What follows belongs to an exercise in optimizing a design on an open flow for small area, a short achievable clock period and few clock cycles per item; a production flow would make more cautious choices.
Only simulation tests tie the RTL to the original design; equivalence was not proved.
Power figures rest on the tool's default switching activity, not on a simulated workload.

==> flow/design.v (outline; a module is shown in full before it is edited, if it fits) <==
// module cuckoo_way_bank: 43 lines
// module cuckoo_hash_engine: 344 lines
module cuckoo_hash_engine
#(
    parameter int NUM_WAYS    = 3,
    parameter int TABLE_SIZE  = 50,
    parameter int KEY_WIDTH   = 27,
    parameter int VALUE_WIDTH = 32,
    parameter int MAX_KICKS   = 16
) (
    input  logic                                        clk,
    input  logic                                        rst,
    input  logic                                        req_valid,
    output logic                                        req_ready,
    input  logic [1:0]                                  req_op,
    input  logic [KEY_WIDTH-1:0]                        req_key,
    input  logic [VALUE_WIDTH-1:0]                      req_value,
    output logic                                        rsp_valid,
    output logic [1:0]                                  rsp_status,
    output logic [VALUE_WIDTH-1:0]                      rsp_value,
    output logic [KEY_WIDTH-1:0]                        rsp_key,
    output logic [$clog2(NUM_WAYS*TABLE_SIZE+1)-1:0]    occupancy,
    output logic                                        collision
);
  // ...
==> flow/flow/run.sh <==
#!/bin/bash
# Layout flow: the standard ORFS flow (standard.sh: unchanged synthesis, floorplan,
# placement, routing), with two settings passed through the environment:
#  - the timing repair is asked to leave a setup margin, so that it works on the paths
#    that set the achieved period instead of stopping once the 30 ns clock is met;
#  - clock tree synthesis builds larger sink clusters and inserts no dummy loads, which
#    takes fewer clock buffers for the same balanced (zero-target-skew) tree.
# The make output goes to flow_standard.log here; each ORFS step keeps its own log
# under orfs/logs/.
set -uo pipefail
export SETUP_SLACK_MARGIN=22.4
export CTS_ARGS="-sink_clustering_enable -repair_clock_nets -dont_use_dummy_load -sink_clustering_size 24 -sink_clustering_max_diameter 100 -sink_buffer_max_cap_derate 0.05"
bash standard.sh > flow_standard.log 2>&1
==> flow/standard.sh <==
#!/bin/bash
# synth_recipe.tcl (not shown) runs the flow's synth.tcl, then flattens the netlist and writes it again
# the make line also repeats each setting of config.mk as NAME=value (left out here)
make -C /OpenROAD-flow-scripts/flow DESIGN_CONFIG=/design/flow/config.mk WORK_HOME=/design/flow/orfs CLKGATE_MAP_FILE= SYNTH_SCRIPT=/design/flow/synth_recipe.tcl "${@:-finish}"
==> flow/config.mk <==
export PLATFORM = sky130hd
export DESIGN_NAME = cuckoo_hash_engine
export DESIGN_NICKNAME = cuckoo_hash_engine
export VERILOG_FILES = /design/flow/design.v
export SDC_FILE = /design/flow/constraint.sdc
export NUM_CORES = 8
export LEC_CHECK = 0
export CAP_MARGIN = 20
export CORE_MARGIN = 2
export CORE_UTILIZATION = 45
export PLACE_DENSITY = 0.58
export SLEW_MARGIN = 20
==> flow/constraint.sdc <==
create_clock -name core_clock -period 30.0 [get_ports {clk}]
set_input_delay 6.0000 -clock core_clock [delete_from_list [all_inputs] [get_ports {clk}]]
set_output_delay 6.0000 -clock core_clock [all_outputs]
set_load 0.01 [all_outputs]
==> flow_summary.yaml, run 1 <==
pwr:
  pg_comb_mw: 9.80
  pg_clk_mw: 6.35
  seqPwrFrac_pct: 47.3
  leakagePower_nw: 113
timing:
  final_hold_viol_count: 0
global_route:
  grt_use_met3_pct: 10.3
  grtUsageMet1_pct: 49.0
  grt_antenna_before_repair: 86
detailed_routing:
  drt-pass1-iter-count: 11
  vias: 227000
critical_path:
  ff2ff_path_depth: 15
  slowest_stage: "dfxtp_2"
  path_depth: 1
clocking:
  h-tree-depth: 5
  postCtsSetupRepairBufs: 0
  insertion_delay_ns: 1.21
  clk_pin_slew_ns: 0.10
finish:
  fin_area_mm2: 0.368
  multiInputGateArea_mm2: 0.0727
  max_flop_register: "g_way.u_bank.val_q"
  final_util_pct: 49.2
synth:
  yosys.area_share.simple_pct: 5.89
  synth_fp_nets: 20700
  ys.flop_type: "edfxtp_1"
run_status:
  outcome: "complete, no violations"
die:
  initial_core_util_pct: 45.1
worst_hold_path:
  min_to: "o_val_q[4]"
place:
  port-buffer-count: 135
Testbench counts, summed over its fixed seeds: cycles 25,992, ops 24,000.
==> module cuckoo_hash_engine, before the edit <==
module cuckoo_hash_engine
#(
    parameter int NUM_WAYS    = 3,
    parameter int TABLE_SIZE  = 50,
    parameter int KEY_WIDTH   = 27,
    parameter int VALUE_WIDTH = 32,
    parameter int MAX_KICKS   = 16
) (
    input  logic                                        clk,
    input  logic                                        rst,
    input  logic                                        req_valid,
    output logic                                        req_ready,
    input  logic [1:0]                                  req_op,
    input  logic [KEY_WIDTH-1:0]                        req_key,
    input  logic [VALUE_WIDTH-1:0]                      req_value,
    output logic                                        rsp_valid,
    output logic [1:0]                                  rsp_status,
    output logic [VALUE_WIDTH-1:0]                      rsp_value,
    output logic [KEY_WIDTH-1:0]                        rsp_key,
    output logic [$clog2(NUM_WAYS*TABLE_SIZE+1)-1:0]    occupancy,
    output logic                                        collision
);
    localparam int RW     = 11;      
    localparam int KICK_W = $clog2(MAX_KICKS + 1);
    localparam int OCC_W  = $clog2(NUM_WAYS*TABLE_SIZE + 1);
    localparam int KW     = KEY_WIDTH;
    localparam int VW     = VALUE_WIDTH;
    localparam int HW     = KW - 5;
    localparam int TS     = TABLE_SIZE;
    localparam logic [1:0] OP_LOOKUP = 2'd0, OP_INSERT = 2'd1, OP_DELETE = 2'd2;
    localparam logic [1:0] ST_OK = 2'd0, ST_NOT_FOUND = 2'd1, ST_FULL = 2'd2, ST_BAD_OP = 2'd3;
    localparam logic [1:0] K_PROBE = 2'd0, K_HASH = 2'd1, K_FULL = 2'd2;
    logic              rdy_q;
    logic              a_v_q;
    logic [1:0]        a_op_q;
    logic [KW-1:0]     a_key_q;
    logic [VW-1:0]     a_val_q;
    logic              t_v_q;
    logic [1:0]        t_op_q;
    logic [KW-1:0]     t_key_q;
    logic [VW-1:0]     t_val_q;
    logic [RW-1:0]     t_idx_q [3];
    logic [RW-1:0]     cur_idx_q [3];
    logic [TS-1:0]     cur_sel_q [3];
    logic              kick_q;
    logic [1:0]        kph_q;
    logic              kw2_q;     
    logic [KICK_W-1:0] kcnt_q;    
    logic [HW-1:0]     ch_q;      
    logic [RW-1:0]     cr_q;      
    logic [VW-1:0]     cv_q;      
    logic [KW-1:0]     kkey_q;    
    logic [VW-1:0]     kval_q;    
    logic              fk_q;      
    logic              rsp_v_q;
    logic [1:0]        rsp_st_q;
    logic [KW-1:0]     rsp_key_q;
    logic [VW-1:0]     rsp_val_q;
    logic [OCC_W-1:0]  occ_q;             
    logic              occ_inc_q, occ_dec_q;    
    logic              coll_q;
    logic              o_v_q;
    logic [1:0]        o_st_q;
    logic [KW-1:0]     o_key_q;
    logic [VW-1:0]     o_val_q;
    logic [OCC_W-1:0]  o_occ_q;
    logic              o_coll_q;
    logic              rd_v [3];
    logic [HW-1:0]     rd_h [3];
    logic [VW-1:0]     rd_d [3];
    logic [2:0]        tag_we, val_we, v_set, v_clr;
    logic [HW-1:0]     wr_h [3];
    logic [VW-1:0]     wr_val [3];
    for (genvar w = 0; w < 3; w++) begin : g_way
        cuckoo_way_bank #(
            .TABLE_SIZE(TS), .TAG_WIDTH(HW), .VALUE_WIDTH(VW)
        ) u_bank (
            .clk(clk), .rst(rst), .sel(cur_sel_q[w]), .vsel(cuckoo_pkg::r50_onehot(cur_idx_q[w])),
            .rd_valid(rd_v[w]), .rd_tag(rd_h[w]), .rd_value(rd_d[w]),
            .tag_we(tag_we[w]), .val_we(val_we[w]), .v_set(v_set[w]), .v_clr(v_clr[w]),
            .wr_tag(wr_h[w]), .wr_value(wr_val[w])
        );
    end
    logic [RW-1:0] a_idx [3];
    assign a_idx[0] = cuckoo_pkg::idx0(a_key_q);
    assign a_idx[1] = cuckoo_pkg::f45(a_idx[0]);
    assign a_idx[2] = cuckoo_pkg::idx2(a_key_q);
    logic [RW-1:0] kh_idx, kh_idx1;
    logic [4:0]    full_lo;
    localparam int TABW = cuckoo_pkg::MOVE_TABW;
    logic [TABW-1:0] ktab_q;
    always_ff @(posedge clk)
        ktab_q <= (kick_q && kw2_q) ? cuckoo_pkg::move_tab(1'b0, rd_h[2])
                : (kick_q && kcnt_q == KICK_W'(MAX_KICKS - 1)) ? cuckoo_pkg::move_tab(1'b1, rd_h[0])
                                    : cuckoo_pkg::move_tab(1'b1, rd_h[1]);
    assign kh_idx  = cuckoo_pkg::move_idx_t(ktab_q, cr_q);
    assign kh_idx1 = cuckoo_pkg::f45(kh_idx);
    logic [RW-1:0] cr_f45;
    assign cr_f45  = cuckoo_pkg::f45(cr_q);
    logic [RW-1:0] full_u;
    logic [5:0]    full_b;
    assign full_u  = cuckoo_pkg::move_u_t(ktab_q, cr_q);
    assign full_b  = cuckoo_pkg::r50_bin(full_u);
    assign full_lo = full_b[4:0];
    logic          hit, free;
    logic [2:0]    hit_v, free_v, vld_m;
    logic [VW-1:0] hit_d;
    always_comb begin
        for (int w = 0; w < 3; w++) hit_v[w] = rd_v[w] && (rd_h[w] == t_key_q[KW-1:5]);
        hit       = |hit_v;
        free      = !rd_v[0] || !rd_v[1] || !rd_v[2];
        free_v[0] = !rd_v[0];
        free_v[1] = rd_v[0] && !rd_v[1];
        free_v[2] = rd_v[0] && rd_v[1] && !rd_v[2];
        vld_m    = {rd_v[2], rd_v[1], rd_v[0]};
        hit_d     = ({VW{hit_v[0]}} & rd_d[0]) | ({VW{hit_v[1]}} & rd_d[1]) | ({VW{hit_v[2]}} & rd_d[2]);
    end
    logic              t_free, a_free;
    logic              a_v_d, t_v_d, kick_d, rdy_d;
    logic [1:0]        kph_d;
    logic              kw2_d;
    logic [KICK_W-1:0] kcnt_d;
    logic [HW-1:0]     ch_d;
    logic [RW-1:0]     cr_d;
    logic [VW-1:0]     cv_d;
    logic              rsp_v_d;
    logic [1:0]        rsp_st_d;
    logic [KW-1:0]     rsp_key_d;
    logic [VW-1:0]     rsp_val_d;
    logic              occ_inc, occ_dec;
    logic              coll_d;
    logic [RW-1:0]     cur_idx_d [3];
    logic              fk_d;
    assign t_free = !kick_q || !t_v_q;
    assign a_free = !(a_v_q && t_v_q && kick_q);
    logic [OCC_W-1:0] occ_now;
    assign occ_now = occ_q + {{(OCC_W-1){occ_dec_q}}, occ_inc_q | occ_dec_q};
    always_comb begin
        kick_d    = kick_q;
        kph_d     = kph_q;
        kw2_d     = kw2_q;
        kcnt_d    = kcnt_q;
        ch_d      = ch_q;
        cr_d      = cr_q;
        cv_d      = cv_q;
        fk_d      = fk_q;
        rsp_v_d   = 1'b0;
        rsp_st_d  = ST_OK;
        rsp_key_d = t_key_q;
        rsp_val_d = '0;
        occ_inc   = 1'b0;
        occ_dec   = 1'b0;
        coll_d    = coll_q;
        tag_we    = '0;
        val_we    = '0;
        v_set     = '0;
        v_clr     = '0;
        for (int w = 0; w < 3; w++) cur_idx_d[w] = t_free ? a_idx[w] : t_idx_q[w];
        if (kick_q) begin
            rsp_key_d = kkey_q;
            case (kph_q)
                K_HASH: begin
                    kph_d = K_PROBE;
                    if (kw2_q) begin
                        cur_idx_d[2] = kh_idx;
                        if (fk_q) begin
                            cur_idx_d[0] = cr_q;
                            cur_idx_d[1] = cr_f45;
                        end
                    end else begin
                        cur_idx_d[0] = kh_idx;
                        cur_idx_d[1] = kh_idx1;
                    end
                end
                K_FULL: begin
                    kick_d    = 1'b0;
                    rsp_v_d   = 1'b1;
                    rsp_st_d  = ST_FULL;
                    rsp_key_d = {ch_q, full_lo};
                    rsp_val_d = cv_q;
                    coll_d    = 1'b1;
                end
                default: begin
                    if (kw2_q) begin
                        tag_we = {1'b1, fk_q, fk_q};
                        val_we = {1'b1, fk_q, fk_q};
                        v_set  = 3'b100;
                        fk_d   = 1'b0;
                        if (!rd_v[2]) begin
                            occ_inc = 1'b1;
                            kick_d  = 1'b0;
                            rsp_v_d = 1'b1;
                        end else begin
                            ch_d   = rd_h[2];
                            cv_d   = rd_d[2];
                            cr_d   = cur_idx_q[2];
                            kw2_d  = 1'b0;
                            kcnt_d = kcnt_q + 1'b1;
                            kph_d  = K_HASH;
                        end
                    end else begin
                        tag_we[0] = 1'b1;
                        val_we[0] = 1'b1;
                        v_set[0]  = 1'b1;
                        if (rd_v[0] && !(rd_v[1] && kcnt_q == KICK_W'(MAX_KICKS - 1))) begin
                            tag_we[1] = 1'b1;
                            val_we[1] = 1'b1;
                            v_set[1]  = 1'b1;
                        end
                        if (!rd_v[0] || !rd_v[1]) begin
                            occ_inc = 1'b1;
                            kick_d  = 1'b0;
                            rsp_v_d = 1'b1;
                        end else if (kcnt_q == KICK_W'(MAX_KICKS - 1)) begin
                            ch_d  = rd_h[0];
                            cv_d  = rd_d[0];
                            cr_d  = cur_idx_q[0];
                            kph_d = K_FULL;
                        end else begin
                            ch_d   = rd_h[1];
                            cv_d   = rd_d[1];
                            cr_d   = cur_idx_q[0];    
                            kw2_d  = 1'b1;
                            kcnt_d = kcnt_q + 2'd2;
                            kph_d  = K_HASH;
                        end
                    end
                end
            endcase
        end else begin
            ch_d   = rd_h[1];
            cv_d   = rd_d[1];
            cr_d   = cur_idx_q[0];
            kw2_d  = 1'b1;
            kcnt_d = KICK_W'(2);
            fk_d   = 1'b1;
            kph_d  = K_HASH;
            if (t_v_q) begin
                rsp_v_d = 1'b1;
                case (t_op_q)
                    OP_LOOKUP: begin
                        rsp_val_d = hit_d;
                        if (!hit) rsp_st_d = ST_NOT_FOUND;
                    end
                    OP_DELETE: begin
                        v_clr = hit_v;
                        if (hit) occ_dec = 1'b1;
                        else rsp_st_d = ST_NOT_FOUND;
                    end
                    OP_INSERT: begin
                        tag_we = ~vld_m;
                        val_we = ~vld_m | hit_v;
                        if (!hit) v_set = free_v;
                        if (!hit && free) occ_inc = 1'b1;
                        if (!hit && !free) begin
                            kick_d  = 1'b1;
                            rsp_v_d = 1'b0;
                        end
                    end
                    default: rsp_st_d = ST_BAD_OP;
                endcase
            end
        end
        a_v_d = a_free ? req_valid : a_v_q;
        t_v_d = t_free ? a_v_q : t_v_q;
        rdy_d = !(a_v_d && t_v_d && kick_d);
    end
    always_comb begin
        wr_h[0]   = kick_q ? (fk_q ? kkey_q[KW-1:5] : ch_q) : t_key_q[KW-1:5];
        wr_val[0] = kick_q ? (fk_q ? kval_q : cv_q) : t_val_q;
        wr_h[1]   = kick_q ? rd_h[0] : t_key_q[KW-1:5];
        wr_val[1] = kick_q ? rd_d[0] : t_val_q;
        wr_h[2]   = kick_q ? ch_q : t_key_q[KW-1:5];
        wr_val[2] = kick_q ? cv_q : t_val_q;
    end
    always_ff @(posedge clk) begin
        if (!rst) begin
            rdy_q   <= 1'b1;
            a_v_q   <= 1'b0;
            o_v_q   <= 1'b0;
            t_v_q   <= 1'b0;
            kick_q  <= 1'b0;
            rsp_v_q <= 1'b0;
            occ_q   <= '0;
            occ_inc_q <= 1'b0;
            occ_dec_q <= 1'b0;
            coll_q  <= 1'b0;
        end else begin
            rdy_q   <= rdy_d;
            a_v_q   <= a_v_d;
            o_v_q   <= rsp_v_q;
            t_v_q   <= t_v_d;
            kick_q  <= kick_d;
            rsp_v_q <= rsp_v_d;
            occ_q   <= occ_now;
            occ_inc_q <= occ_inc;
            occ_dec_q <= occ_dec;
            coll_q  <= coll_d;
        end
    end
    always_ff @(posedge clk) begin
        if (a_free) begin
            a_op_q  <= req_op;
            a_key_q <= req_key;
            a_val_q <= req_value;
        end
        if (t_free) begin
            t_op_q  <= a_op_q;
            t_key_q <= a_key_q;
            t_val_q <= a_val_q;
            for (int w = 0; w < 3; w++) t_idx_q[w] <= a_idx[w];
        end
        for (int w = 0; w < 3; w++) begin
            cur_idx_q[w] <= cur_idx_d[w];
            cur_sel_q[w] <= cuckoo_pkg::r50_onehot(cur_idx_d[w]);
        end
        if (!kick_q) begin
            kkey_q   <= t_key_q;
            kval_q   <= t_val_q;
        end
        fk_q      <= fk_d;
        o_st_q    <= rsp_st_q;
        o_key_q   <= rsp_key_q;
        o_val_q   <= rsp_val_q;
        o_occ_q   <= occ_now;
        o_coll_q  <= coll_q;
        kph_q     <= kph_d;
        kw2_q     <= kw2_d;
        kcnt_q    <= kcnt_d;
        ch_q      <= ch_d;
        cr_q      <= cr_d;
        cv_q      <= cv_d;
        rsp_st_q  <= rsp_st_d;
        rsp_key_q <= rsp_key_d;
        rsp_val_q <= rsp_val_d;
    end
    assign req_ready  = rdy_q;
    assign rsp_valid  = o_v_q;
    assign rsp_status = o_st_q;
    assign rsp_value  = o_val_q;
    assign rsp_key    = o_key_q;
    assign occupancy  = o_occ_q;
    assign collision  = o_coll_q;
endmodule
==> run 2: changes to the inputs <==
--- a/flow/design.v
+++ b/flow/design.v
@@ -620,12 +620,10 @@
     logic [HW-1:0]     ch_q;      
     logic [RW-1:0]     cr_q;      
     logic [VW-1:0]     cv_q;      
-    logic [KW-1:0]     kkey_q;    
-    logic [VW-1:0]     kval_q;    
     logic              fk_q;      
     logic              rsp_v_q;
     logic [1:0]        rsp_st_q;
-    logic [KW-1:0]     rsp_key_q;
+    logic [KW-1:0]     rsp_key_q;    
     logic [VW-1:0]     rsp_val_q;
     logic [OCC_W-1:0]  occ_q;             
     logic              occ_inc_q, occ_dec_q;    
@@ -728,7 +726,8 @@
         v_clr     = '0;
         for (int w = 0; w < 3; w++) cur_idx_d[w] = t_free ? a_idx[w] : t_idx_q[w];
         if (kick_q) begin
-            rsp_key_d = kkey_q;
+            rsp_key_d = rsp_key_q;
+            rsp_val_d = rsp_val_q;
             case (kph_q)
                 K_HASH: begin
                     kph_d = K_PROBE;
@@ -758,9 +757,10 @@
                         v_set  = 3'b100;
                         fk_d   = 1'b0;
                         if (!rd_v[2]) begin
-                            occ_inc = 1'b1;
-                            kick_d  = 1'b0;
-                            rsp_v_d = 1'b1;
+                            occ_inc   = 1'b1;
+                            kick_d    = 1'b0;
+                            rsp_v_d   = 1'b1;
+                            rsp_val_d = '0;
                         end else begin
                             ch_d   = rd_h[2];
                             cv_d   = rd_d[2];
@@ -779,9 +779,10 @@
                             v_set[1]  = 1'b1;
                         end
                         if (!rd_v[0] || !rd_v[1]) begin
-                            occ_inc = 1'b1;
-                            kick_d  = 1'b0;
-                            rsp_v_d = 1'b1;
+                            occ_inc   = 1'b1;
+                            kick_d    = 1'b0;
+                            rsp_v_d   = 1'b1;
+                            rsp_val_d = '0;
                         end else if (kcnt_q == KICK_W'(MAX_KICKS - 1)) begin
                             ch_d  = rd_h[0];
                             cv_d  = rd_d[0];
@@ -824,8 +825,9 @@
                         if (!hit) v_set = free_v;
                         if (!hit && free) occ_inc = 1'b1;
                         if (!hit && !free) begin
-                            kick_d  = 1'b1;
-                            rsp_v_d = 1'b0;
+                            kick_d    = 1'b1;
+                            rsp_v_d   = 1'b0;
+                            rsp_val_d = t_val_q;
                         end
                     end
                     default: rsp_st_d = ST_BAD_OP;
@@ -837,8 +839,8 @@
         rdy_d = !(a_v_d && t_v_d && kick_d);
     end
     always_comb begin
-        wr_h[0]   = kick_q ? (fk_q ? kkey_q[KW-1:5] : ch_q) : t_key_q[KW-1:5];
-        wr_val[0] = kick_q ? (fk_q ? kval_q : cv_q) : t_val_q;
+        wr_h[0]   = kick_q ? (fk_q ? rsp_key_q[KW-1:5] : ch_q) : t_key_q[KW-1:5];
+        wr_val[0] = kick_q ? (fk_q ? rsp_val_q : cv_q) : t_val_q;
         wr_h[1]   = kick_q ? rd_h[0] : t_key_q[KW-1:5];
         wr_val[1] = kick_q ? rd_d[0] : t_val_q;
         wr_h[2]   = kick_q ? ch_q : t_key_q[KW-1:5];
@@ -885,10 +887,6 @@
             cur_idx_q[w] <= cur_idx_d[w];
             cur_sel_q[w] <= cuckoo_pkg::r50_onehot(cur_idx_d[w]);
         end
-        if (!kick_q) begin
-            kkey_q   <= t_key_q;
-            kval_q   <= t_val_q;
-        end
         fk_q      <= fk_d;
         o_st_q    <= rsp_st_q;
         o_key_q   <= rsp_key_q;
--- a/flow/config.mk
+++ b/flow/config.mk
@@ -7,6 +7,6 @@
 export LEC_CHECK = 0
 export CAP_MARGIN = 20
 export CORE_MARGIN = 2
-export CORE_UTILIZATION = 45
-export PLACE_DENSITY = 0.58
+export CORE_UTILIZATION = 55
+export PLACE_DENSITY = 0.66
 export SLEW_MARGIN = 20
==> run 2 against run 1 <==
Effect of this change: still clean on timing, DRC and antenna; global-route usage grew 7.4 points; clock power is 2% lower; synthesized area decreased by 0.42%; hold slack worse by 0.00055 ns; routed wire length decreased by 3.3%; critical path depth is 16 higher; power is 4.3% higher; first-iteration DRC count is 8.6% higher; fmax down 0.51%; core utilization grew 10 points; final area shrank 1.4%.
==> flow_summary.yaml, run 2 <==
critical_path:
  critPathMaxFanout: 50
  r2r_start: "cur_sel_q[1][3]"
  slowest_stage: "nor2_1"
  critPathLaunch: "cur_sel_q[1][3]"
  critPathKind: "flop to flop"
  crit_arrival_ns: 8.45
  start_kind: "flop"
  cp_common_cell: "buf_4"
  worst-path-buf-inv: 5
  crit_chain: "buf_4 > a22o_1 > a221oi_1 > nand4_1 > nor2_1 > nand2_1 > xor2_1 > nor4_1 > nand4_1 > nor4_1 > buf_2 > and3_1 > a21o_1 > buf_4 > and2_2 > buf_4 > buf_4"
  r2r_setup_slack_ns: 22.34
  critPathMaxStageDelay_ns: 0.95
  required_ns: 30.79
  endpoint_kind: "flop"
  cpLargestDelayFamily: "simple AND/OR/NAND/NOR gates"
synth:
  syn_inst: 20600
  syn-cell-area_mm2: 0.337
  yosys.area_share.simple_pct: 5.91
  synth_area_leaders: "edfxtp_1 74%, a22oi_1 6.8%, dfxtp_1 3.2%"
  synth_fp_nets: 20700
  yosys.area_share.adder_pct: 0.0952
  ys_ff_latch: 8885
  yosysTopAreaCellShare_pct: 74.5
  synth.most_common_cell: "edfxtp_1"
  synth.yosys.seq_area_share_pct: 77.7
  synth_xor_area_share_pct: 0.268
  netlist_top_cells_count: "8346 x edfxtp_1, 3043 x a22oi_1, 1185 x clkbuf_1, 815 x nand4_1, 721 x a221oi_1"
  synth-warning-count: 21
  ys.flop_type: "edfxtp_1"
  synth-edff-count: 8346
  synth.area.mux_share_pct: 0.987
  synth_area_leader_cell: "edfxtp_1"
  synth_top_family_by_area: "compound AO/OA/AOI/OAI gates"
  synthArstFlopShare_pct: 0
  synthesis.area_per_instance_um2: 16.3
  synth_compound_area_share_pct: 13.3
  ys_types: 108
global_route:
  grt_pass1_vias: 206000
  grt_max_degree: 105
  track_usage_pct: 43.8
  grt_pass1_wl_um: 1820000
  grt_antenna_before_repair: 85
  grt_overflow: 0
timing:
  setup_violations: 0
  tns_ns: 0
  relSlewSlack_pct: 14.5
  fmax_ghz: 0.131
  skew_ns: 0.171
  period_minus_slack_ns: 7.66
  fin_crit_sh_pct: 25.5
  slew_viol_final: 0
  fin_hold_ws_ns: 0.333
  worst_pin_slew_ns: 1.28
  rsz0062_at_grt: "yes"
  final_hold_viol_count: 0
clocking:
  cts_buffers: 417
  h-tree-depth: 5
  root_buffer: "clkbuf_16"
  insertion_delay_ns: 1.23
  cts_sinks: 8885
  clk_pin_slew_ns: 0.10
  holdBufCountCts: 0
  cts_tree: "done"
  clk_path_buf_depth: 4
finish:
  largest_register_ffs: 4800
  drive_above_1_share_pct: 11.4
  area_growth_syn_to_layout_pct: 7.92
  fin_nets: 20700
  fin_area_mm2: 0.363
  max_flop_register: "g_way.u_bank.val_q"
  fillers: 45000
  top_regs: "g_way.u_bank.val_q: 4800 flops, g_way.u_bank.tag_q: 3300 flops"
  final_common_cell: "edfxtp_1"
  final_cell_mix: "8346 x edfxtp_1, 3043 x a22oi_1, 815 x nand4_1, 811 x buf_4, 721 x a221oi_1"
detailed_routing:
  routed_wl_um: 1390000
  avgRoutedWirePerCell_um: 48.2
  routed_via_density: 7.87
  drc: 0
  detail_route.iter0.violations: 50300
  vias: 227000
  drt-pass1-iter-count: 10
  antenna_left: 0
die:
  die_h_um: 786
  dieArea_mm2: 0.618
  io_pins: 136
  rows: 287
  die_w_um: 786
  initial_core_util_pct: 55.1
  core_area_mm2: 0.610
pwr:
  leakagePower_nw: 112
  vdd.ir_drop.worst_v: 0.000125
  p_per_area_mw_per_mm2: 88.1
place:
  placed_area_mm2: 0.352
  dp_hpwl_um: 785000
  port-buffer-count: 135
  routabilityCongestion: 0.981
run_status:
  outcome: "complete, no violations"
job:
  max-cap-violations: 0
worst_hold_path:
  hp-class: "flop to flop"
  holdCritStartpoint: "rsp_st_q[1]"
[run 2: cell types whose count changed in the layout (fill, tap and decap cells not counted), sizes merged, moves of 31 or more]
cell	previous run	this run
nand2	753	708
nor2	582	714
o41ai	32	1
and3	134	168
nand4	779	815
buf	1011	936
o221ai	79	21
dfxtp	598	539
nor2b	428	390
and2	258	215
nor3	184	256
o21ai	261	314
nor4	126	81
[run 2: per-stage QoR]
step / util, % / instances / setup slack (ns) / total power, mW
finish: 59.5 / 28800 / 22.34 / 32.0
global route: 59.5 / 28700 / 22.34 / 32.4
CTS: 59.4 / 28600 / 22.34 / 31.2
detailed placement: 57.7 / 28200 / 22.00 / 25.4
global placement: 57.6 / 28200 / 22.01 / 25.4
floorplan: - / 20600 / 23.36 / 20.3
[run 2: final cells by class]
class / instances / area [µm²] / share of cell area [%]
diodes: 110 / 275 / 0.0758
clock buffers: 417 / 10400 / 2.87
inverters: 136 / 517 / 0.142
multi-input cells: 10100 / 71900 / 19.8
flip-flops and latches: 8885 / 262000 / 72.0
well taps: 8092 / 10100 / 2.79
repair buffers: 999 / 8400 / 2.31
[run 2: kinds of logic (layout without fill, tap and decap cells)]
family / after synthesis / after routing
AOI/OAI and AO/OA: 5883 / 5883
xor gates and xnor gates: 103 / 103
adders and majority gates: 25 / 25
buffers and inverters: 1582 / 1552
DFF: 8885 / 8885
muxes: 317 / 317
other: 0 / 110
and+or+nand+nor: 3803 / 3803
[run 2: what timing repair did]
| item | CTS | global route |
|---|---|---|
| endpoints found under the setup margin | 72 | 96 |
| gates resized for setup | 319 | 14 |
| buffers inserted | 0 | 2 |
[run 2: per-layer routing]
| metal | share of wire (%) | global-route usage (%) | vias up |
|---|---|---|---|
| li1 | - | - | 84300 |
| met1 | 32 | 57.2 | 113000 |
| met2 | 42 | 62.3 | 23600 |
| met3 | 17 | 15.1 | 5130 |
| met4 | 8.9 | 29.2 | 64 |
| met5 | 0.053 | 0.148 | - |
[run 2: path summary, 6_finish.rpt]
check                                                     end  cells past startpoint
worst max-delay path            g_way[1].u_bank.val_q[28][12]                     17
worst min-delay path                                o_st_q[1]                      0
worst max register to register  g_way[1].u_bank.val_q[28][12]                     17
worst min register to register                      o_st_q[1]                      0
[run 2: report_power, final]
part / internal (mW) / switching [mW]
Clock: 2.48 / 3.75
Sequential: 13.8 / 0.490
Combinational: 3.07 / 8.37
Total: 19.4 / 12.6
Testbench counts of run 2, summed over its fixed seeds: cycles 25,992, ops 24,000.
==> run 3: changes to the inputs <==
--- a/flow/config.mk
+++ b/flow/config.mk
@@ -7,6 +7,6 @@
 export LEC_CHECK = 0
 export CAP_MARGIN = 20
 export CORE_MARGIN = 2
-export CORE_UTILIZATION = 55
-export PLACE_DENSITY = 0.66
+export CORE_UTILIZATION = 45
+export PLACE_DENSITY = 0.58
 export SLEW_MARGIN = 20
==> run 3 against run 2 <==
Effect of this change: fmax rose by 0.49%; via count rose by 0.59%; die area is 22% higher; register-to-register slack improved by 0.11 ns; worst setup slack better by 0.038 ns; combinational power barely moved; final cell count grew 6.3%; synthesized area unchanged; clock power grew 1%; final area is 0.81% higher; clock skew decreased by 0.034 ns; first-iteration DRC count fell by 6.8%; largest power group unchanged.
==> flow_summary.yaml, run 3 <==
synth:
  synth_area_leader_cell: "edfxtp_1"
  synthArstFlopShare_pct: 0
  syn-cell-area_mm2: 0.337
  ys_ff_latch: 8885
  synth_fp_nets: 20700
  synthesis.area_per_instance_um2: 16.3
  ys_types: 108
  syn_inst: 20600
  synth-warning-count: 21
  synth.most_common_cell: "edfxtp_1"
  netlist_top_cells_count: "8346 x edfxtp_1, 3043 x a22oi_1, 1185 x clkbuf_1, 815 x nand4_1, 721 x a221oi_1"
  synth_area_leaders: "edfxtp_1 74%, a22oi_1 6.8%, dfxtp_1 3.2%"
  yosysTopAreaCellShare_pct: 74.5
  synth.yosys.seq_area_share_pct: 77.7
  ys.flop_type: "edfxtp_1"
  synth-edff-count: 8346
critical_path:
  critPathLaunch: "rdy_q"
  crit_chain: "buf_2"
  start_kind: "flop"
  cpLargestDelayFamily: "flip-flops"
  path_depth: 1
  critPathMaxFanout: 1
  ff2ff_path_depth: 17
  crit_end: "req_ready"
  r2r_end: "g_way[2].u_bank.val_q[31][29]"
  required_ns: 24.00
  worst-path-buf-inv: 1
  endpoint_kind: "primary output"
  critPathKind: "flop to primary output"
  r2r_start: "cur_sel_q[2][6]"
  r2r_setup_slack_ns: 22.45
  crit_arrival_ns: 1.62
  critPathMaxStageDelay_ns: 0.34
  slowest_stage: "dfxtp_1"
timing:
  relSlewSlack_pct: 9.45
  setup_violations: 0
  fin_hold_ws_ns: 0.338
  slew_viol_final: 0
  final_hold_viol_count: 0
  worst_pin_slew_ns: 1.35
  tns_ns: 0
  fin_crit_sh_pct: 25.4
  period_minus_slack_ns: 7.62
  fmax_ghz: 0.131
  skew_ns: 0.137
  fin_ws_ns: 22.38
  rsz0062_at_grt: "yes"
clocking:
  h-tree-depth: 5
  clk_pin_slew_ns: 0.09
  root_buffer: "clkbuf_16"
  cts_tree: "done"
  holdBufCountCts: 0
  cts_sinks: 8885
  clk_path_buf_depth: 4
  postCtsSetupRepairBufs: 0
  cts_buffers: 418
  insertion_delay_ns: 1.16
finish:
  max_flop_register: "g_way.u_bank.val_q"
  final_util_pct: 49.1
  fin_nets: 20700
  drive_above_1_share_pct: 11.7
  fillers: 61800
  largest_register_ffs: 4800
  final_common_cell: "edfxtp_1"
  area_growth_syn_to_layout_pct: 8.79
  final_cell_mix: "8346 x edfxtp_1, 3043 x a22oi_1, 861 x buf_4, 815 x nand4_1, 721 x a221oi_1"
  top_regs: "g_way.u_bank.val_q: 4800 flops, g_way.u_bank.tag_q: 3300 flops"
place:
  routabilityCongestion: 0.954
  place_ws_ns: 22.14
  dp_hpwl_um: 832000
  port-buffer-count: 135
pwr:
  p_per_area_mw_per_mm2: 88.0
  leakagePower_nw: 112
  report.power.total_mw: 32.2
  vdd.ir_drop.worst_v: 0.000173
detailed_routing:
  detail_route.iter0.violations: 46900
  avgRoutedWirePerCell_um: 47.8
  antenna_left: 0
  drt-pass1-iter-count: 13
  vias: 228000
  drc: 0
  routed_wl_um: 1460000
  routed_via_density: 7.45
die:
  die_w_um: 869
  io_pins: 136
  rows: 317
  die_h_um: 869
  core_area_mm2: 0.745
  initial_core_util_pct: 45.2
  dieArea_mm2: 0.755
job:
  max-cap-violations: 0
global_route:
  grt_antenna_before_repair: 118
  track_usage_pct: 37.4
  grt_overflow: 0
  grt_max_degree: 111
  grt_pass1_wl_um: 1900000
  grt_pass1_vias: 204000
run_status:
  outcome: "complete, no violations"
worst_hold_path:
  hp-class: "flop to flop"
==> run 3: cell type report <==
| type | instances | area, µm² | share of cell area [%] |
|---|---|---|---|
| Multi-Input combinational cell | 10100 | 72100 | 19.7 |
| Inverter | 136 | 519 | 0.142 |
| Antenna cell | 77 | 193 | 0.0526 |
| Clock buffer | 418 | 10500 | 2.86 |
| Timing Repair Buffer | 1053 | 8890 | 2.43 |
| Sequential cell | 8885 | 262000 | 71.4 |
| Tap cell | 9889 | 12400 | 3.38 |
==> run 3: worst min-delay path by stage <==
stage / start / to / slack [ns] / cells after the start
5_1_grt: rsp_st_q[1] / o_st_q[1] / 0.35 / 0
2_1_floorplan: rsp_st_q[0] / o_st_q[0] / 0.31 / 0
3_3_place_gp: rsp_st_q[1] / o_st_q[1] / 0.32 / 0
6_report: rsp_st_q[1] / o_st_q[1] / 0.34 / 0
3_5_place_dp: rsp_st_q[1] / o_st_q[1] / 0.32 / 0
4_1_cts: rsp_st_q[1] / o_st_q[1] / 0.34 / 0
==> run 3: kinds of logic after synthesis <==
| logic type | after synthesis | synth area share (%) |
|---|---|---|
| flops | 8885 | 77.7 |
| compound gates | 5883 | 13.3 |
| simple gates | 3803 | 5.91 |
| buf+inv | 1582 | 1.80 |
| mux | 317 | 0.987 |
| xor+xnor | 103 | 0.268 |
| fa+ha+maj | 25 | 0.0952 |
==> run 3: metal layers <==
layer / global-route usage (%) / part of all wire, % / up-vias
li1: - / - / 84400
met1: 49.0 / 34 / 118000
met2: 55.5 / 43 / 21300
met3: 11.3 / 15 / 4511
met4: 22.0 / 7.7 / 50
met5: 0.241 / 0.044 / -
==> run 3: worst register-to-register path, delay by kind of cell, from the launching register on <==
| family | cells | cell delay, ns |
|---|---|---|
| xor gates and xnor gates | 1 | 0.27 |
| buffers and inverters | 5 | 1.97 |
| and+or+nand+nor | 7 | 3.36 |
| DFF | 1 | 0.56 |
| AOI/OAI and AO/OA | 4 | 0.97 |
==> run 3: metrics by stage <==
stage          cells  instance area, µm²
4_1_cts        30500              365000
2_1_floorplan  20600              337000
3_5_place_dp   30100              355000
5_1_grt        30500              366000
3_3_place_gp   30000              354000
6_report       30600              366000
==> run 3: report_power, final <==
part | leakage (nW) | switching [mW] | internal, mW
sequential | 79.9 | 0.476 | 13.8
clock | 5.15 | 3.82 | 2.48
combinational | 27.1 | 8.50 | 3.08
==> run 3: what timing repair did <==
item | in CTS | in global routing
endpoints found under the setup margin | 390 | 441
gates resized for setup | 317 | 8
gates cloned | 0 | 0
==> run 4: changes to the inputs <==
--- a/flow/design.v
+++ b/flow/design.v
@@ -610,7 +610,7 @@
     logic [1:0]        t_op_q;
     logic [KW-1:0]     t_key_q;
     logic [VW-1:0]     t_val_q;
-    logic [RW-1:0]     t_idx_q [3];
+    logic [RW-1:0]     t_idx0_q, t_idx2_q;    
     logic [RW-1:0]     cur_idx_q [3];
     logic [TS-1:0]     cur_sel_q [3];
     logic              kick_q;
@@ -664,7 +664,8 @@
                                     : cuckoo_pkg::move_tab(1'b1, rd_h[1]);
     assign kh_idx  = cuckoo_pkg::move_idx_t(ktab_q, cr_q);
     assign kh_idx1 = cuckoo_pkg::f45(kh_idx);
-    logic [RW-1:0] cr_f45;
+    logic [RW-1:0] cr_f45, t_idx1;
+    assign t_idx1  = cuckoo_pkg::f45(t_idx0_q);
     assign cr_f45  = cuckoo_pkg::f45(cr_q);
     logic [RW-1:0] full_u;
     logic [5:0]    full_b;
@@ -724,7 +725,9 @@
         val_we    = '0;
         v_set     = '0;
         v_clr     = '0;
-        for (int w = 0; w < 3; w++) cur_idx_d[w] = t_free ? a_idx[w] : t_idx_q[w];
+        cur_idx_d[0] = t_free ? a_idx[0] : t_idx0_q;
+        cur_idx_d[1] = t_free ? a_idx[1] : t_idx1;
+        cur_idx_d[2] = t_free ? a_idx[2] : t_idx2_q;
         if (kick_q) begin
             rsp_key_d = rsp_key_q;
             rsp_val_d = rsp_val_q;
@@ -881,7 +884,8 @@
             t_op_q  <= a_op_q;
             t_key_q <= a_key_q;
             t_val_q <= a_val_q;
-            for (int w = 0; w < 3; w++) t_idx_q[w] <= a_idx[w];
+            t_idx0_q <= a_idx[0];
+            t_idx2_q <= a_idx[2];
         end
         for (int w = 0; w < 3; w++) begin
             cur_idx_q[w] <= cur_idx_d[w];
--- a/flow/flow/run.sh
+++ b/flow/flow/run.sh
@@ -8,6 +8,6 @@
 # The make output goes to flow_standard.log here; each ORFS step keeps its own log
 # under orfs/logs/.
 set -uo pipefail
-export SETUP_SLACK_MARGIN=22.4
-export CTS_ARGS="-sink_clustering_enable -repair_clock_nets -dont_use_dummy_load -sink_clustering_size 24 -sink_clustering_max_diameter 100 -sink_buffer_max_cap_derate 0.05"
+export SETUP_SLACK_MARGIN=22.55
+export CTS_ARGS="-sink_clustering_enable -repair_clock_nets -dont_use_dummy_load -sink_clustering_size 28 -sink_clustering_max_diameter 100 -sink_buffer_max_cap_derate 0.05"
 bash standard.sh > flow_standard.log 2>&1
==> run 4 against run 3 <==
Effect of this change: sequential share of layout area hardly changed; power is 3.8% lower; via count is 0.74% lower; clock power is 5.5% lower; routed wire length is 0.92% lower; sequential power hardly changed; synthesized cell count is 0.24% lower; final cell count is 0.22% higher; clock-buffer cell count is 49 lower; fmax is 0.52% lower; first-iteration DRC count hardly changed; global-route usage is 0.31 points lower; critical endpoint is now g_way[1].u_bank.val_q[9][14]; largest cell class unchanged.
==> flow_summary.yaml, run 4 <==
run_status:
  outcome: "complete, no violations"
finish:
  seqCellArea_mm2: 0.261
  multiInputGateArea_mm2: 0.0721
  max_flop_register: "g_way.u_bank.val_q"
  final_cell_mix: "8346 x edfxtp_1, 2909 x a22oi_1, 909 x buf_4, 787 x a221oi_1, 774 x a22o_1"
  fin_nets: 20700
  final_common_cell: "edfxtp_1"
  largest_register_ffs: 4800
  drive_above_1_share_pct: 11.9
  area_growth_syn_to_layout_pct: 8.75
  fillers: 62000
  top_regs: "g_way.u_bank.val_q: 4800 flops, g_way.u_bank.tag_q: 3300 flops"
synth:
  synth-edff-count: 8346
  ys_types: 102
  syn-cell-area_mm2: 0.336
  synthesis.area_per_instance_um2: 16.4
  yosysTopAreaCellShare_pct: 74.6
  synth.most_common_cell: "edfxtp_1"
  ys_ff_latch: 8869
  syn_inst: 20500
  ys.flop_type: "edfxtp_1"
  synth.yosys.seq_area_share_pct: 77.7
  synthArstFlopShare_pct: 0
  netlist_top_cells_count: "8346 x edfxtp_1, 2909 x a22oi_1, 1232 x clkbuf_1, 787 x a221oi_1, 774 x a22o_1"
  synth-warning-count: 19
  synth_fp_nets: 20600
  synth_area_leader_cell: "edfxtp_1"
  synth_area_leaders: "edfxtp_1 75%, a22oi_1 6.5%, dfxtp_1 3.1%"
timing:
  skew_ns: 0.194
  period_minus_slack_ns: 7.66
  tns_ns: 0
  slew_viol_final: 0
  fin_ws_ns: 22.34
  final_hold_viol_count: 0
  worst_pin_slew_ns: 1.40
  fin_hold_ws_ns: 0.338
  relSlewSlack_pct: 6.62
  setup_violations: 0
  fmax_ghz: 0.130
  fin_crit_sh_pct: 25.5
  rsz0062_at_grt: "yes"
global_route:
  grt_pass1_wl_um: 1890000
  grt_antenna_before_repair: 86
  grt_pass1_vias: 203000
  grt_max_degree: 109
  track_usage_pct: 37.1
  grt_overflow: 0
detailed_routing:
  vias: 226000
  avgRoutedWirePerCell_um: 47.3
  routed_wl_um: 1450000
  antenna_left: 0
  drc: 0
  detail_route.iter0.violations: 46800
  routed_via_density: 7.38
  drt-pass1-iter-count: 14
clocking:
  clk_path_buf_depth: 4
  root_buffer: "clkbuf_16"
  clk_pin_slew_ns: 0.11
  holdBufCountCts: 0
  cts_buffers: 369
  h-tree-depth: 5
  cts_tree: "done"
  insertion_delay_ns: 1.21
  cts_sinks: 8869
critical_path:
  r2r_end: "g_way[1].u_bank.val_q[9][14]"
  endpoint_kind: "flop"
  critPathMaxFanout: 50
  critPathKind: "flop to flop"
  crit_arrival_ns: 8.49
  ff2ff_path_depth: 15
  r2r_setup_slack_ns: 22.34
  start_kind: "flop"
  r2r_start: "cur_sel_q[1][31]"
  required_ns: 30.82
worst_hold_path:
  holdCritStartpoint: "rsp_st_q[1]"
  holdPathStages: 0
  hp-class: "flop to flop"
  min_to: "o_st_q[1]"
pwr:
  switching_share_pct: 39.0
  report.power.total_mw: 31.0
  leakagePower_nw: 112
  p_comb_share_pct: 34.1
  p_int_mw: 18.9
  clock_power_share_pct: 19.2
  p_per_area_mw_per_mm2: 84.7
  vdd.ir_drop.worst_v: 0.000161
  p_sw_mw: 12.1
  seqPwrFrac_pct: 46.6
die:
  rows: 317
  die_h_um: 868
  io_pins: 136
  dieArea_mm2: 0.754
  die_w_um: 868
  core_area_mm2: 0.745
  initial_core_util_pct: 45.1
place:
  routabilityCongestion: 0.930
  place_ws_ns: 21.83
  port-buffer-count: 135
  dp_hpwl_um: 836000
job:
  max-cap-violations: 0
-- run 4: worst max-delay path: stages, from the launching register on --
cell and delay, ns:
dfxtp_2 0.34, buf_4 0.22, buf_4 0.32, a22oi_1 0.25, nand4_1 0.23, nor4_4 0.64, nand2_1 0.56, xor2_1 0.28
nor4_1 1.00, nand4_1 0.22, nor4_2 0.91, and3_1 0.30, a21o_1 0.11, buf_4 0.51, and2_4 0.51, buf_4 0.72
-- run 4: cells by family after synthesis --
family                   Yosys count  synth area share (%)
flip-flops                      8869                  77.7
AO/OA/AOI/OAI                   5919                  13.4
AND/OR/NAND/NOR                 3740                  5.83
buffers and inverters           1594                  1.79
multiplexers                     293                 0.924
XOR/XNOR                         109                 0.284
adder cells (fa/ha/maj)           25                0.0953
-- run 4: layout make-up --
type / instances / area share [%]
inverter: 139 / 0.144
sequential: 8869 / 71.5
multi-input combinational: 10100 / 19.7
timing repair buffer: 1111 / 2.61
tap: 9889 / 3.38
clock buffer: 369 / 2.53
antenna: 194 / 0.133
-- run 4: metal layers --
| metal | part of all wire (%) | global-route usage [%] | vias to the layer above | wire length [µm] |
|---|---|---|---|---|
| li1 | - | - | 84400 | - |
| met5 | 0.036 | 0.0572 | - | 522 |
| met3 | 15 | 10.3 | 4349 | 214000 |
| met4 | 8.1 | 23.4 | 34 | 118000 |
| met2 | 43 | 55.0 | 21100 | 622000 |
| met1 | 34 | 48.6 | 116000 | 495000 |
-- run 4: what timing repair did --
item,CTS,global route
hold endpoints to repair,0,0
gates cloned,0,0
buffers inserted,6,23
pin swaps,1,3
endpoints found under the setup margin,837,719
resized for setup,380,40
-- run 4: worst max-delay path by stage --
| stage | start | endpoint | slack, ns | cells after the start |
|---|---|---|---|---|
| 2_1_floorplan | rst | g_way[1].u_bank.valid_q[1] | 23.36 | 3 |
| 3_3_place_gp | rst | g_way[2].u_bank.valid_q[12] | 21.81 | 4 |
| 3_5_place_dp | rst | g_way[2].u_bank.valid_q[25] | 21.83 | 4 |
| 4_1_cts | o_val_q[23] | rsp_value[23] | 22.31 | 1 |
| 5_1_grt | o_st_q[1] | rsp_status[1] | 22.31 | 1 |
| 6_report | cur_sel_q[1][31] | g_way[1].u_bank.val_q[9][14] | 22.34 | 15 |
-- run 4: power by group through the flow --
stage / Clock (mW) / Sequential, mW / Combinational [mW]
after floorplan: 0 / 14.2 / 5.42
after global placement: 0 / 14.7 / 9.86
after detailed placement: 0 / 14.7 / 9.90
after CTS: 5.90 / 14.4 / 9.94
after global routing: 6.27 / 14.4 / 10.6
final: 5.96 / 14.4 / 10.6
-- run 4: through the flow --
step | cells | utilization (%) | area (µm²)
after CTS | 30400 | 48.8 | 364000
after global placement | 30000 | 47.5 | 354000
after global routing | 30600 | 49.1 | 365000
after detailed placement | 30000 | 47.6 | 355000
after floorplan | 20500 | - | 336000
final | 30700 | 49.1 | 366000
Testbench counts of run 4, summed over its fixed seeds: cycles 25,992, ops 24,000.
==> run 5: changes to the inputs <==
--- a/flow/flow/run.sh
+++ b/flow/flow/run.sh
@@ -8,6 +8,6 @@
 # The make output goes to flow_standard.log here; each ORFS step keeps its own log
 # under orfs/logs/.
 set -uo pipefail
-export SETUP_SLACK_MARGIN=22.55
+export SETUP_SLACK_MARGIN=22.4
 export CTS_ARGS="-sink_clustering_enable -repair_clock_nets -dont_use_dummy_load -sink_clustering_size 28 -sink_clustering_max_diameter 100 -sink_buffer_max_cap_derate 0.05"
 bash standard.sh > flow_standard.log 2>&1
==> run 5 against run 4 <==
Effect of this change: largest cell class unchanged; die area stayed put; sequential power hardly changed; sequential cell count unchanged; via count increased by 0.10%; final cell count about the same; first-iteration DRC count shrank 0.19%; critical path depth shrank 1; synthesized cell count stayed put; non-clock buffer count shrank 20; largest power group unchanged; register-to-register slack worse by 0.12 ns; routed wire length is essentially flat; clock skew fell by 0.00067 ns.
==> flow_summary.yaml, run 5 <==
timing:
  relSlewSlack_pct: 13.5
  period_minus_slack_ns: 7.78
  fmax_ghz: 0.129
  skew_ns: 0.193
  tns_ns: 0
  setup_violations: 0
  slew_viol_final: 0
  fin_hold_ws_ns: 0.338
  final_hold_viol_count: 0
  fin_ws_ns: 22.22
  rsz0062_at_grt: "yes"
  worst_pin_slew_ns: 1.30
  fin_crit_sh_pct: 25.9
critical_path:
  critPathKind: "flop to flop"
  critPathMaxFanout: 50
  endpoint_kind: "flop"
  required_ns: 30.76
  r2r_end: "g_way[1].u_bank.val_q[9][14]"
  crit_arrival_ns: 8.54
  ff2ff_path_depth: 14
  start_kind: "flop"
  r2r_setup_slack_ns: 22.22
  r2r_start: "cur_sel_q[1][29]"
synth:
  synth-warning-count: 19
  ys_types: 102
  ys_ff_latch: 8869
  synth.most_common_cell: "edfxtp_1"
  synth-edff-count: 8346
  synthesis.area_per_instance_um2: 16.4
  yosysTopAreaCellShare_pct: 74.6
  synth_area_leader_cell: "edfxtp_1"
  synth_fp_nets: 20600
  syn_inst: 20500
  syn-cell-area_mm2: 0.336
  synth_area_leaders: "edfxtp_1 75%, a22oi_1 6.5%, dfxtp_1 3.1%"
  ys.flop_type: "edfxtp_1"
  synthArstFlopShare_pct: 0
  synth.yosys.seq_area_share_pct: 77.7
  netlist_top_cells_count: "8346 x edfxtp_1, 2909 x a22oi_1, 1232 x clkbuf_1, 787 x a221oi_1, 774 x a22o_1"
finish:
  top_regs: "g_way.u_bank.val_q: 4800 flops, g_way.u_bank.tag_q: 3300 flops"
  multiInputGateArea_mm2: 0.0720
  max_flop_register: "g_way.u_bank.val_q"
  seqCellArea_mm2: 0.261
  largest_register_ffs: 4800
  fin_nets: 20600
  fillers: 62000
  final_cell_mix: "8346 x edfxtp_1, 2909 x a22oi_1, 898 x buf_4, 787 x a221oi_1, 774 x a22o_1"
  area_growth_syn_to_layout_pct: 8.66
  drive_above_1_share_pct: 11.7
  final_common_cell: "edfxtp_1"
global_route:
  grt_antenna_before_repair: 91
  grt_max_degree: 109
  grt_pass1_wl_um: 1890000
  track_usage_pct: 37.1
  grt_overflow: 0
  grt_pass1_vias: 203000
pwr:
  leakagePower_nw: 112
  clock_power_share_pct: 19.3
  vdd.ir_drop.worst_v: 0.000153
  p_sw_mw: 12.1
  p_comb_share_pct: 34.1
  report.power.total_mw: 31.0
  seqPwrFrac_pct: 46.6
  p_per_area_mw_per_mm2: 84.7
  p_int_mw: 18.9
  switching_share_pct: 39.0
detailed_routing:
  drt-pass1-iter-count: 13
  detail_route.iter0.violations: 46800
  routed_via_density: 7.39
  drc: 0
  avgRoutedWirePerCell_um: 47.3
  routed_wl_um: 1450000
  vias: 226000
  antenna_left: 0
clocking:
  clk_pin_slew_ns: 0.12
  root_buffer: "clkbuf_16"
  clk_path_buf_depth: 4
  cts_buffers: 369
  holdBufCountCts: 0
  h-tree-depth: 5
  insertion_delay_ns: 1.15
  cts_tree: "done"
  cts_sinks: 8869
job:
  max-cap-violations: 0
die:
  die_w_um: 868
  rows: 317
  dieArea_mm2: 0.754
  core_area_mm2: 0.745
  initial_core_util_pct: 45.1
  io_pins: 136
  die_h_um: 868
place:
  port-buffer-count: 135
  dp_hpwl_um: 836000
  place_ws_ns: 21.83
  routabilityCongestion: 0.930
worst_hold_path:
  holdPathStages: 0
  min_to: "o_st_q[1]"
  holdCritStartpoint: "rsp_st_q[1]"
  hp-class: "flop to flop"
run_status:
  outcome: "complete, no violations"
==> run 5: cell counts after synthesis <==
No cell type changed its count.
==> run 5: kinds of logic (layout without fill, tap and decap cells) <==
group	count (synthesis)	after routing	synth area share [%]
flip-flops	8869	8869	77.7
other	0	190	0
buffers and inverters	1594	1599	1.79
XOR/XNOR	109	109	0.284
multiplexers	293	293	0.924
adder cells (fa/ha/maj)	25	25	0.0953
AND/OR/NAND/NOR	3740	3740	5.83
AO/OA/AOI/OAI	5919	5919	13.4
==> run 5: worst max path at each step <==
stage,end,from,depth (start not counted),slack [ns]
6_report,g_way[1].u_bank.val_q[9][14],cur_sel_q[1][29],14,22.22
3_3_place_gp,g_way[2].u_bank.valid_q[12],rst,4,21.81
5_1_grt,rsp_status[1],o_st_q[1],1,22.36
4_1_cts,rsp_value[23],o_val_q[23],1,22.31
3_5_place_dp,g_way[2].u_bank.valid_q[25],rst,4,21.83
2_1_floorplan,g_way[1].u_bank.valid_q[1],rst,3,23.36
==> run 5: final cells by class <==
| class | count | area share, % |
|---|---|---|
| timing repair buffer | 1091 | 2.55 |
| tap | 9889 | 3.39 |
| antenna | 190 | 0.130 |
| inverter | 139 | 0.144 |
| sequential | 8869 | 71.5 |
| multi-input combinational | 10100 | 19.7 |
| clock buffer | 369 | 2.53 |
==> run 5: layer usage <==
metal | vias up | global-route usage (%) | routed length, µm
met3 | 4383 | 10.3 | 213000
met5 | - | 0.0254 | 168
met2 | 21100 | 55.0 | 622000
met1 | 116000 | 48.6 | 496000
met4 | 25 | 23.3 | 117000
li1 | 84300 | - | -
==> run 5: worst max-delay path, stage by stage (launching register included) <==
cell and delay, ns:
dfxtp_2 0.48, buf_4 0.43, a22oi_1 0.25, nand4_1 0.15, nor4_2 0.94, nand2_1 0.67, xor2_1 0.31, nor4_1 0.98
nand4_1 0.28, nor4_4 0.61, and3_1 0.28, a21o_1 0.11, buf_4 0.51, and2_4 0.52, buf_4 0.72
==> run 5: power by group through the flow <==
stage               sequential, mW  clock [mW]  combinational (mW)
detailed placement            14.7           0                9.90
CTS                           14.4        5.90                9.93
global route                  14.4        6.27                10.6
finish                        14.4        5.96                10.6
floorplan                     14.2           0                5.42
global placement              14.7           0                9.86
==> run 5: repair_timing <==
action	CTS	global route
buffers inserted	6	4
pin swaps	1	0
hold endpoints to repair	0	0
gates resized for setup	376	20
endpoints found under the setup margin	188	720
==> run 5: through the flow <==
step | area (µm²) | util [%] | instances
floorplan | 336000 | - | 20500
global placement | 354000 | 47.5 | 30000
detailed placement | 355000 | 47.6 | 30000
CTS | 364000 | 48.8 | 30400
global route | 365000 | 49.0 | 30600
finish | 365000 | 49.0 | 30600

==> static timing again, ports no longer ideal <==
Ports are ideal in the flow. The routed layouts listed here were re-timed in OpenROAD.
Step 1 (the two cells are an assumption about what drives the block):
set clk [get_ports {clk}]
set_driving_cell -lib_cell sky130_fd_sc_hd__clkbuf_16 $clk
set_driving_cell -lib_cell sky130_fd_sc_hd__buf_2 [delete_from_list [all_inputs] $clk]
Step 2 times the ports against the registers' clock, not the clock port: input delays grow and output delays shrink by t, the midpoint of the rising clock arrivals with the driver on.
Three values: ideal ports, drivers, drivers and shift; two values: the first two.
run | t (ns) | slack for setup (ns) | worst setup path at the end | latest minus earliest clock arrival (ns) | pins driven straight from the clock port
run 1 | 1.260 | 22.377 / 22.224 / 21.603 | input to register | 0.209 / 0.210 | 1
run 2 | 1.244 | 22.338 / 22.237 / 21.816 | input to register | 0.175 / 0.175 | 1
run 3 | 1.252 | 22.375 / 22.229 / 22.008 | input to register | 0.156 / 0.157 | 1
run 4 | 1.227 | 22.335 / 22.227 / 21.383 | input to register | 0.200 / 0.200 | 1
run 5 | 1.206 | 22.219 / 22.219 / 21.384 | input to register | 0.200 / 0.201 | 1
After both steps every run listed still meets setup and hold. The setup slack of run 4, which loses most, moves by -0.108 ns with the drivers and by -0.952 ns with both steps.
